This design comes from an exercise in tuning for small area on the open sky130 flow, not from production work.
Where RTL was checked, it was by simulation tests only, not by an equivalence proof against the original.
Power figures rest on the tool's default switching activity, not on a simulated workload.

Setup of run a:
Design dualPortMem, start of the top module:
module dualPortMem (
  input  logic                          WEb,
  input  logic                          rstN,
  input  logic                          pselA,
  input  logic                          penableA,
  input  logic                          pwriteA,
  input  logic [dpMemPkg::addrBits-1:0] paddrA,
  input  logic [dpMemPkg::dataBits-1:0] pwdataA,
  output logic [dpMemPkg::dataBits-1:0] prdataA,
  output logic                          preadyA,
  output logic                          pslverrA,
  input  logic                          pselB,
  input  logic                          penableB,
  input  logic                          pwriteB,
  input  logic [dpMemPkg::addrBits-1:0] paddrB,
  input  logic [dpMemPkg::dataBits-1:0] pwdataB,
  output logic [dpMemPkg::dataBits-1:0] prdataB,
  output logic                          preadyB,
  output logic                          pslverrB,
  output logic [dpMemPkg::cntBits-1:0]  collisionCount
);
Size in the first run: about 1,100 cells after synthesis, about 320 flip-flops, roughly 92 I/O pins, about 0.014 mm2 of cells after synthesis.
==> flow/config.mk <==
export PLATFORM = sky130hd
export DESIGN_NAME = dualPortMem
export DESIGN_NICKNAME = dualPortMem
export VERILOG_FILES = /design/flow/design.v
export SDC_FILE = /design/flow/constraint.sdc
export NUM_CORES = 4
export LEC_CHECK = 0
export CAP_MARGIN = 20
export CORE_MARGIN = 2
export CORE_UTILIZATION = 40
export CTS_CLUSTER_DIAMETER = 120
export CTS_CLUSTER_SIZE = 30
export GPL_TIMING_DRIVEN = 0
export SLEW_MARGIN = 20
==> flow/constraint.sdc <==
create_clock -name core_clock -period 5.0 [get_ports {WEb}]
set_input_delay 1.0000 -clock core_clock [delete_from_list [all_inputs] [get_ports {WEb}]]
set_output_delay 1.0000 -clock core_clock [all_outputs]
set_load 0.01 [all_outputs]
run.sh (not shown) runs the stock make flow with config.mk's settings and CLKGATE_MAP_FILE= SYNTH_SCRIPT=/design/flow/synth_recipe.tcl, a recipe that flattens the netlist after the stock synthesis.
Finished, but not clean: run a, with setup timing.
diff inputs: run a => run b
# run a
export LEC_CHECK = 0
export CAP_MARGIN = 20
export CORE_MARGIN = 2
export CORE_UTILIZATION = 40
export CTS_CLUSTER_DIAMETER = 120
export CTS_CLUSTER_SIZE = 30
export GPL_TIMING_DRIVEN = 0
export SLEW_MARGIN = 20
create_clock -name core_clock -period 5.0 [get_ports {WEb}]
# run b
export LEC_CHECK = 0
export CAP_MARGIN = 20
export CORE_MARGIN = 2
export CORE_UTILIZATION = 40
export GPL_TIMING_DRIVEN = 0
export SLEW_MARGIN = 20
create_clock -name core_clock -period 5.0 [get_ports {WEb}]
==> flow/flow/run.sh (new file) <==
#!/bin/bash
# Own layout flow: the standard ORFS flow (standard.sh) with
#  - synthesis: the standard flow's synthesis script, with abc's combinational mapping script set to an
#    area-oriented one (flow/area.abc); flip-flops are mapped by dfflibmap before abc, unchanged
#  - port buffers: every input and output still gets a buffer, of the smallest size
#  - clock tree: larger sink clusters and no dummy loads
# The make output goes to flow_make.log here; each ORFS step keeps its own log in orfs/logs/.
set -euo pipefail
cd "$(dirname "$0")/.."
FLOWDIR=$PWD/flow
export OWN_ABC=$FLOWDIR/area.abc
bash standard.sh \
  "SYNTH_SCRIPT=$FLOWDIR/synth.tcl" \
  "BUFFER_PORTS_ARGS=-buffer_cell sky130_fd_sc_hd__buf_1" \
  "CTS_ARGS=-sink_clustering_enable -repair_clock_nets -dont_use_dummy_load -sink_clustering_size 30 -sink_clustering_max_diameter 120" \
  finish > flow_make.log 2>&1
==> flow/flow/area.abc (new file) <==
strash
dc2
dch -f
amap
topo
==> flow/flow/synth.tcl (new file) <==
# The standard synthesis script, with only the combinational mapping script of abc swapped
# for an area-oriented one; the flip-flops are mapped before abc runs and are left as they are
set ::own_abc_script $::env(OWN_ABC)
proc abc {args} {
  set i [lsearch -exact $args -script]
  if { $i >= 0 } {
    lset args [expr { $i + 1 }] $::own_abc_script
  }
  yosys abc {*}$args
}
proc synth {args} { yosys synth -nofsm -noshare {*}$args }
source $::env(SCRIPTS_DIR)/synth.tcl
# left out here: clear keep_hierarchy, flatten, clean up, hide names made inside functions, write 1_2_yosys.v
==> flow/standard.sh (new file) <==
#!/bin/bash
# synth_recipe.tcl (not shown) runs the flow's synth.tcl, then flattens the netlist and writes it again
# the make line also repeats each setting of config.mk as NAME=value (left out here)
make -C /OpenROAD-flow-scripts/flow DESIGN_CONFIG=/design/flow/config.mk WORK_HOME=/design/flow/orfs CLKGATE_MAP_FILE= SYNTH_SCRIPT=/design/flow/synth_recipe.tcl "${@:-finish}"
removed: flow/run.sh
## What came out
The layout from run b, despite a flow that completed every stage, fails the layout checks, with the failing checks listed as setup timing.
Summary: die footprint, run b better than run a
For run a, the type of the worst setup path was reg2out, unlike run b, where it was in2out.
Non-clock buffer count for run b: 31 down relative to run a
Row final wirelength: run b lower / run a higher
Run b vs. run a: average size of a mapped cell went up 28%, share of power burned in combinational logic went down by 1.5 points, clock skew moved up, worst hold slack across all endpoints now smaller, switching power dropped 12%.
On run b: simple-gate portion of the synthesized area is 11 points lower than what run a gave.
Run b leaves less setup margin than run a.
Function was not checked in any run of this note: the RTL went through the layout flow alone.

---

The RTL this note starts from:
==> flow/design.v <==
package dpMemPkg;
  localparam int addrBits = 4;
  localparam int dataBits = 16;
  localparam int memDepth = 16;
  localparam int cntBits = 8;
endpackage
`timescale 1ns/1ps
module apbMemPort (
  input  logic                             WEb,
  input  logic                             rstN,
  input  logic                             psel,
  input  logic                             penable,
  input  logic                             pwrite,
  input  logic [dpMemPkg::addrBits-1:0]    paddr,
  output logic                             rdSetupNow,   
  output logic                             rdAccessNow,  
  output logic                             wrNow,        
  output logic                             wrAccess,     
  output logic                             addrStable,
  output logic                             rdWait,       
  output logic                             rdBad,        
  output logic [dpMemPkg::addrBits-1:0]    setupAddr     
);
  logic                          inAccess;
  assign inAccess   = psel && penable && !rdWait;
  assign addrStable = (paddr == setupAddr);
  assign wrAccess   = inAccess && pwrite;
  assign wrNow      = wrAccess && addrStable;
  assign rdSetupNow  = psel && !penable && !pwrite;
  assign rdAccessNow = inAccess && !pwrite;
  always_ff @(posedge WEb or negedge rstN)
  begin
    if (!rstN)
    begin
      rdWait <= 1'b0;
    end
    else
    begin
      rdWait <= rdAccessNow;
    end
  end
  always_ff @(posedge WEb)
  begin
    setupAddr <= paddr;
    rdBad     <= !addrStable;
  end
endmodule
`timescale 1ns/1ps
module memCore (
  input  logic                          WEb,
  input  logic                          rstN,
  input  logic [dpMemPkg::dataBits-1:0] pwdataA,
  input  logic                          rdSetupNowA,
  input  logic                          rdAccessNowA,
  input  logic                          rdAccessNowB,
  input  logic [dpMemPkg::addrBits-1:0] setupAddrA,
  input  logic                          wrNowA,
  input  logic                          wrAccessA,
  input  logic                          rdWaitA,
  input  logic                          rdBadA,
  input  logic [dpMemPkg::dataBits-1:0] pwdataB,
  input  logic                          wrNowB,
  input  logic                          wrAccessB,
  input  logic                          rdWaitB,
  input  logic                          rdBadB,
  input  logic [dpMemPkg::addrBits-1:0] setupAddrB,
  output logic                          collision,
  output logic [dpMemPkg::dataBits-1:0] rdDataA,
  output logic                          rdErrA,
  output logic [dpMemPkg::dataBits-1:0] rdDataB,
  output logic                          rdErrB,
  output logic [dpMemPkg::cntBits-1:0]  collisionCount
);
  logic [dpMemPkg::dataBits-1:0] mem [dpMemPkg::memDepth];
  logic [dpMemPkg::memDepth-1:0] poison;
  logic [dpMemPkg::memDepth-1:0] wrSel;
  logic [dpMemPkg::memDepth-1:0] rdSel;
  logic                          clearing;
  logic                          bothWrite;
  logic                          bothAccess;
  logic                          sameAddr;
  logic                          heldValid;
  logic                          wrAny;
  logic [dpMemPkg::addrBits-1:0] wrAddr;
  logic [dpMemPkg::dataBits-1:0] wrData;
  logic                          liveA;
  logic                          liveB;
  logic                          selA;
  logic                          selANext;
  logic [dpMemPkg::addrBits-1:0] rdAddr;
  logic [dpMemPkg::dataBits-1:0] rdWord;
  logic                          rdPoison;
  logic [dpMemPkg::dataBits-1:0] capData;
  logic                          capPoison;
  logic                          capForA;
  logic                          capForB;
  logic                          useCapA;
  logic                          useCapB;
  logic                          capOfA;
  logic                          counterFull;
  assign sameAddr   = (setupAddrA == setupAddrB);
  assign bothWrite  = wrNowA && wrNowB;
  assign bothAccess = wrAccessA && wrAccessB;
  assign collision  = bothWrite && sameAddr;
  always_ff @(posedge WEb or negedge rstN)
  begin
    if (!rstN)
    begin
      clearing <= 1'b1;
    end
    else
    begin
      clearing <= 1'b0;
    end
  end
  always_comb
  begin
    if (heldValid)
    begin
      wrAddr = setupAddrB;
      wrData = capData;
    end
    else if (wrNowA)
    begin
      wrAddr = setupAddrA;
      wrData = pwdataA;
    end
    else
    begin
      wrAddr = setupAddrB;
      wrData = pwdataB;
    end
  end
  assign wrAny = heldValid || wrNowA || wrNowB;
  always_ff @(posedge WEb)
  begin
    heldValid <= bothWrite && !collision;
  end
  always_comb
  begin
    for (int i = 0; i < dpMemPkg::memDepth; i++)
    begin
      wrSel[i] = clearing || (wrAny && (wrAddr == i));
    end
  end
  for (genvar i = 0; i < dpMemPkg::memDepth; i++)
  begin : gWord
    always_ff @(posedge WEb)
    begin
      if (wrSel[i])
      begin
        mem[i]    <= (clearing || collision) ? '0 : wrData;
        poison[i] <= !clearing && collision;
      end
    end
  end
  assign useCapA = capOfA;
  assign useCapB = !capOfA;
  assign liveA = rdWaitA && !useCapA;
  assign liveB = rdWaitB && !useCapB;
  assign selANext = (rdAccessNowA && !capForA) ||
                    (!(rdAccessNowB && !capForB) && rdSetupNowA);
  assign rdAddr = selA ? setupAddrA : setupAddrB;
  always_comb
  begin
    rdWord   = '0;
    rdPoison = 1'b0;
    for (int i = 0; i < dpMemPkg::memDepth; i++)
    begin
      rdSel[i] = (rdAddr == i);
      rdWord   = rdWord | (mem[i] & {dpMemPkg::dataBits{rdSel[i]}});
      rdPoison = rdPoison | (poison[i] & rdSel[i]);
    end
  end
  assign capForA = selA && !liveA;
  assign capForB = !selA && !liveB;
  always_ff @(posedge WEb)
  begin
    capData   <= bothAccess ? pwdataB : rdWord;
    capPoison <= rdPoison;
    capOfA    <= selA;
    selA      <= selANext;
  end
  assign rdErrA  = rdBadA || (useCapA ? capPoison : rdPoison);
  assign rdErrB  = rdBadB || (useCapB ? capPoison : rdPoison);
  assign rdDataA = rdBadA ? '0 : (useCapA ? capData : rdWord);
  assign rdDataB = rdBadB ? '0 : (useCapB ? capData : rdWord);
  assign counterFull = &collisionCount;
  always_ff @(posedge WEb or negedge rstN)
  begin
    if (!rstN)
    begin
      collisionCount <= '0;
    end
    else if (collision && !counterFull)
    begin
      collisionCount <= collisionCount + 1'b1;
    end
  end
endmodule
`timescale 1ns/1ps
module dualPortMem (
  input  logic                          WEb,
  input  logic                          rstN,
  input  logic                          pselA,
  input  logic                          penableA,
  input  logic                          pwriteA,
  input  logic [dpMemPkg::addrBits-1:0] paddrA,
  input  logic [dpMemPkg::dataBits-1:0] pwdataA,
  output logic [dpMemPkg::dataBits-1:0] prdataA,
  output logic                          preadyA,
  output logic                          pslverrA,
  input  logic                          pselB,
  input  logic                          penableB,
  input  logic                          pwriteB,
  input  logic [dpMemPkg::addrBits-1:0] paddrB,
  input  logic [dpMemPkg::dataBits-1:0] pwdataB,
  output logic [dpMemPkg::dataBits-1:0] prdataB,
  output logic                          preadyB,
  output logic                          pslverrB,
  output logic [dpMemPkg::cntBits-1:0]  collisionCount
);
  logic wrNowA, wrAccessA, addrStableA, rdWaitA, rdBadA, rdErrA;
  logic wrNowB, wrAccessB, addrStableB, rdWaitB, rdBadB, rdErrB;
  logic collision;
  logic rdSetupNowA, rdAccessNowA, rdSetupNowB, rdAccessNowB;
  logic [dpMemPkg::addrBits-1:0] setupAddrA, setupAddrB;
  apbMemPort portA (
    .WEb        (WEb),
    .rstN       (rstN),
    .psel       (pselA),
    .penable    (penableA),
    .pwrite     (pwriteA),
    .paddr      (paddrA),
    .rdSetupNow (rdSetupNowA),
    .rdAccessNow(rdAccessNowA),
    .wrNow      (wrNowA),
    .wrAccess   (wrAccessA),
    .addrStable (addrStableA),
    .rdWait     (rdWaitA),
    .rdBad      (rdBadA),
    .setupAddr  (setupAddrA)
  );
  apbMemPort portB (
    .WEb        (WEb),
    .rstN       (rstN),
    .psel       (pselB),
    .penable    (penableB),
    .pwrite     (pwriteB),
    .paddr      (paddrB),
    .rdSetupNow (rdSetupNowB),
    .rdAccessNow(rdAccessNowB),
    .wrNow      (wrNowB),
    .wrAccess   (wrAccessB),
    .addrStable (addrStableB),
    .rdWait     (rdWaitB),
    .rdBad      (rdBadB),
    .setupAddr  (setupAddrB)
  );
  memCore core (
    .WEb            (WEb),
    .rstN           (rstN),
    .pwdataA        (pwdataA),
    .rdSetupNowA    (rdSetupNowA),
    .rdAccessNowA   (rdAccessNowA),
    .rdAccessNowB   (rdAccessNowB),
    .setupAddrA     (setupAddrA),
    .wrNowA         (wrNowA),
    .wrAccessA      (wrAccessA),
    .rdWaitA        (rdWaitA),
    .rdBadA         (rdBadA),
    .pwdataB        (pwdataB),
    .wrNowB         (wrNowB),
    .wrAccessB      (wrAccessB),
    .rdWaitB        (rdWaitB),
    .rdBadB         (rdBadB),
    .setupAddrB     (setupAddrB),
    .collision      (collision),
    .rdDataA        (prdataA),
    .rdErrA         (rdErrA),
    .rdDataB        (prdataB),
    .rdErrB         (rdErrB),
    .collisionCount (collisionCount)
  );
  assign preadyA  = wrAccessA || rdWaitA;
  assign preadyB  = wrAccessB || rdWaitB;
  assign pslverrA = rdWaitA ? rdErrA : (!addrStableA || collision);
  assign pslverrB = rdWaitB ? rdErrB : (!addrStableB || collision);
endmodule
==> flow/config.mk <==
export PLATFORM = sky130hd
export DESIGN_NAME = dualPortMem
export DESIGN_NICKNAME = dualPortMem
export VERILOG_FILES = /design/flow/design.v
export SDC_FILE = /design/flow/constraint.sdc
export NUM_CORES = 4
export LEC_CHECK = 0
export CAP_MARGIN = 20
export CORE_MARGIN = 2
export CORE_UTILIZATION = 40
export GPL_TIMING_DRIVEN = 0
export PLACE_DENSITY = 0.9
export SETUP_SLACK_MARGIN = 0.2
export SLEW_MARGIN = 20
==> flow/constraint.sdc <==
create_clock -name core_clock -period 5.0 [get_ports {WEb}]
set_input_delay 1.0000 -clock core_clock [delete_from_list [all_inputs] [get_ports {WEb}]]
set_output_delay 1.0000 -clock core_clock [all_outputs]
set_load 0.01 [all_outputs]
standard.sh (not shown) runs the stock make flow with config.mk's settings and CLKGATE_MAP_FILE= SYNTH_SCRIPT=/design/flow/synth_recipe.tcl, a recipe that flattens the netlist after the stock synthesis.
==> flow/flow/run.sh <==
#!/bin/bash
# Own layout flow: the standard ORFS flow (standard.sh) with
#  - synthesis: the standard flow's synthesis script, with abc's combinational mapping script set to an
#    area-oriented one (flow/area.abc); flip-flops are mapped by dfflibmap before abc, unchanged
#  - port buffers: every input and output still gets a buffer, of the smallest size
#  - clock tree: larger sink clusters and no dummy loads
# The make output goes to flow_make.log here; each ORFS step keeps its own log in orfs/logs/.
set -euo pipefail
cd "$(dirname "$0")/.."
FLOWDIR=$PWD/flow
export OWN_ABC=$FLOWDIR/area.abc
bash standard.sh \
  "SYNTH_SCRIPT=$FLOWDIR/synth.tcl" \
  "BUFFER_PORTS_ARGS=-buffer_cell sky130_fd_sc_hd__buf_1" \
  "CTS_ARGS=-sink_clustering_enable -repair_clock_nets -dont_use_dummy_load -sink_clustering_size 30 -sink_clustering_max_diameter 100" \
  finish > flow_make.log 2>&1
==> flow/flow/area.abc <==
strash
dc2
dch -f
amap
topo
==> flow/flow/synth.tcl <==
# The standard synthesis script, with only the combinational mapping script of abc swapped
# for an area-oriented one; the flip-flops are mapped before abc runs and are left as they are
set ::own_abc_script $::env(OWN_ABC)
proc abc {args} {
  set i [lsearch -exact $args -script]
  if { $i >= 0 } {
    lset args [expr { $i + 1 }] $::own_abc_script
  }
  yosys abc {*}$args
}
proc synth {args} { yosys synth -nofsm -noshare {*}$args }
source $::env(SCRIPTS_DIR)/synth.tcl
# left out here: clear keep_hierarchy, flatten, clean up, hide names made inside functions, write 1_2_yosys.v
Next try:
==> flow/flow/area.abc (replaced) <==
strash
dc2
dch -f
amap
topo
stime -c
buffer -c
upsize -c
dnsize -c
Result: The changed run finished with timing, DRC and antenna clean; combinational power increases by about 6%; core utilization decreases by 1.7 points; die area increases by 3.2%; synthesized area increases by 3.3%; maximum frequency stays flat; sequential share of layout area increases by 0.14 points; setup slack gets better by 0.010 ns; final area barely changes.

-- port drivers added, routing unchanged --
The flow's constraints put no driver on any port. The routed layouts listed below were extracted and timed again, unchanged, in two steps. Step 1 assumes that a clkbuf_16 drives the clock port and a buf_2 every other input. Step 2 times the ports against the registers' clock, not the clock port: input delays grow and output delays shrink by t, the midpoint of the rising clock arrivals with the driver on. Three values: no drivers, after step 1, after step 2; two values: the first two.
| run | t, ns | setup slack, ns | slew at the worst register clock pin (ns) | pins driven straight from the clock port |
|---|---|---|---|---|
| run a | 0.564 | -0.033 / -0.082 / 0.022 | 0.12 / 0.12 | 1 |
| run b | 0.542 | -0.390 / -0.421 / -0.421 | 0.12 / 0.12 | 1 |
| the first run of note 2 | 0.526 | 0.235 / 0.191 / -0.133 | 0.12 / 0.12 | 1 |
| the second run of note 2 | 0.536 | 0.245 / 0.207 / 0.410 | 0.11 / 0.11 | 1 |
With both steps, setup timing fails in the first run of note 2, where it was met with ideal ports. For the first run of note 2, which loses most, drivers alone change the setup slack by -0.044 ns; drivers and shift together by -0.368 ns.
